Background: an optimization exercise with open tools, aiming at small area and few clock cycles per item. Do not read the settings as production practice. Function was checked by simulation only, so behaviour that the tests miss may differ from the original.

==> flow/design.v (excerpt) <==
module fir_stream_filter (
  input  logic               clk,
  input  logic               rst_n,
  input  logic               in_valid,
  output logic               in_ready,
  input  logic signed [15:0] in_data,
  output logic               out_valid,
  input  logic               out_ready,
  output logic signed [15:0] out_data,
  output logic               out_sat,
  input  logic               coef_we,
  input  logic [2:0]         coef_addr,
  input  logic signed [15:0] coef_wdata,
  input  logic               coef_swap,
  input  logic               flush
);
Settings: LEC_CHECK=0, ABC_AREA=1, CAP_MARGIN=5, CORE_MARGIN=2, CORE_UTILIZATION=55, CTS_BUF_LIST=sky130_fd_sc_hd__clkbuf_16, CTS_CLUSTER_DIAMETER=100, CTS_CLUSTER_SIZE=25, GPL_TIMING_DRIVEN=0, SETUP_SLACK_MARGIN=0.3, SLEW_MARGIN=5, SYNTH_HIERARCHICAL=1, SYNTH_MINIMUM_KEEP_SIZE=0; clock period 7.5 ns.
standard.sh (not shown) runs the stock make flow with config.mk's settings and CLKGATE_MAP_FILE= SYNTH_SCRIPT=/design/flow/synth_recipe.tcl, a recipe that flattens the netlist after the stock synthesis.
==> flow/flow/run.sh <==
#!/bin/bash
set -o pipefail
export BUFFER_PORTS_ARGS="-buffer_cell sky130_fd_sc_hd__buf_1"
export REMOVE_ABC_BUFFERS=1
export CTS_ARGS="-sink_clustering_enable -repair_clock_nets -sink_clustering_size 25 -sink_clustering_max_diameter 100 -buf_list sky130_fd_sc_hd__clkbuf_16 -dont_use_dummy_load"
bash standard.sh > standard.log 2>&1
Testbench counts at the start, summed over its fixed seeds: cycles 8,256, items 8,192.
Edit:
--- a/flow/config.mk
+++ b/flow/config.mk
@@ -9 +9 @@
-export CAP_MARGIN = 5
+export CAP_MARGIN = 10
@@ -17 +17 @@
-export SLEW_MARGIN = 5
+export SLEW_MARGIN = 10
Final area stays flat; routed wire length is about the same; synthesized area does not change; critical path depth stays the same; register-to-register slack hardly moves; setup slack got worse by 0.14 ns; fmax falls by 1.9%; global-route usage came out higher by 0.18 points.

* * *

Another version of the RTL of fir_stream_filter (not shown whole).
For scale: about 4,800 cells after synthesis, roughly 56,000 sq um of cells after synthesis.
==> flow/design.v (excerpt) <==
module fir_stream_filter (
  input  logic               clk,
  input  logic               rst_n,
  input  logic               in_valid,
  output logic               in_ready,
  input  logic signed [15:0] in_data,
  output logic               out_valid,
  input  logic               out_ready,
  output logic signed [15:0] out_data,
  output logic               out_sat,
  input  logic               coef_we,
  input  logic [2:0]         coef_addr,
  input  logic signed [15:0] coef_wdata,
  input  logic               coef_swap,
  input  logic               flush
);
  logic        adv, accept;
  logic [15:0] shadow [8];
  logic [15:0] active [8];
  logic        swap_q;            
  logic [15:0] xn [7];            
  logic [2:0]  clr;               
  logic [15:0] ce [8];            
  logic [15:0] wcode;             
  logic [16:0] pp [8][8];         
  logic [7:0]  ng [8];            
  logic [34:0] row_a, row_b;
  logic        fits;
  assign adv      = !out_valid || out_ready;
  assign in_ready = adv && !flush && !swap_q && clr == 3'd0;
  assign accept   = in_valid && in_ready;
  always_comb begin
    for (int j = 0; j < 8; j++) begin
      wcode[2*j+1] = coef_wdata[2*j+1];
      wcode[2*j]   = (j == 0) ? coef_wdata[0] : coef_wdata[2*j] ^ coef_wdata[2*j-1];
    end
  end
  always_ff @(posedge clk) begin
  ...
clock: 7.5 ns
lec_check: 0
abc_area: 1
cap_margin: 10
core_margin: 2
core_utilization: 55
cts_buf_list: sky130_fd_sc_hd__clkbuf_16
cts_cluster_diameter: 100
cts_cluster_size: 25
gpl_timing_driven: 0
setup_slack_margin: 0.1
slew_margin: 10
synth_hierarchical: 1
synth_minimum_keep_size: 0
==> flow/flow/run.sh <==
#!/bin/bash
set -o pipefail
export BUFFER_PORTS_ARGS="-buffer_cell sky130_fd_sc_hd__buf_1"
export REMOVE_ABC_BUFFERS=1
bash standard.sh > standard.log 2>&1
Testbench counts at the start, summed over its fixed seeds: cycles 8,256, items 8,192.
Next try:
==> flow/run.sh (new file) <==
#!/bin/bash
# synth_recipe.tcl (not shown) runs the flow's synth.tcl, then flattens the netlist and writes it again
# the make line also repeats each setting of config.mk as NAME=value (left out here)
make -C /OpenROAD-flow-scripts/flow DESIGN_CONFIG=/design/flow/config.mk WORK_HOME=/design/flow/orfs CLKGATE_MAP_FILE= SYNTH_SCRIPT=/design/flow/synth_recipe.tcl finish
GPL_TIMING_DRIVEN = unset   (was 0)
SETUP_SLACK_MARGIN = unset   (was 0.1)
removed: flow/flow/run.sh
removed: flow/standard.sh
After rerunning: Area after synthesis stays the same. Design area goes up by 2.0%. Core utilization rises by 1.2 points. Sequential cell count stays the same. Hold slack hardly moves. Cell count went up by 3.8%. Global-route usage shrinks by 0.12 points. Via count went up by 1.1%. Worst setup slack gains 500 ps.

## re-timing with driven ports
The results above use ideal ports. As a check the final layouts listed here were re-extracted and re-timed, cells and wires unchanged.
Step 1, drivers: a clkbuf_16 drives clk and a buf_2 each remaining input, both assumed.
Step 2, shift: input delay + t, output delay - t, t = (earliest + latest rising clock arrival at the registers) / 2. This alone moves slack from input paths to output paths.
a / b / c = ideal / step 1 / step 2; a / b = the first two.
run | t, ns | setup slack, ns | latest minus earliest clock arrival (ns) | pins driven straight from the clock port
the first run of note 1 | 0.716 | 0.316 / 0.330 / -0.344 | 0.082 / 0.082 | 1
the second run of note 1 | 0.702 | 0.176 / 0.231 / -0.470 | 0.079 / 0.079 | 1
the first run of note 2 | 0.769 | 0.155 / 0.155 / -0.423 | 0.046 / 0.046 | 1
the second run of note 2 | 0.751 | 0.652 / 0.652 / -0.046 | 0.036 / 0.036 | 1
With both steps, setup timing fails in every run listed, where it was met with ideal ports. For the second run of note 2, which loses most, drivers alone change the setup slack by 0.000 ns; drivers and shift together by -0.698 ns.
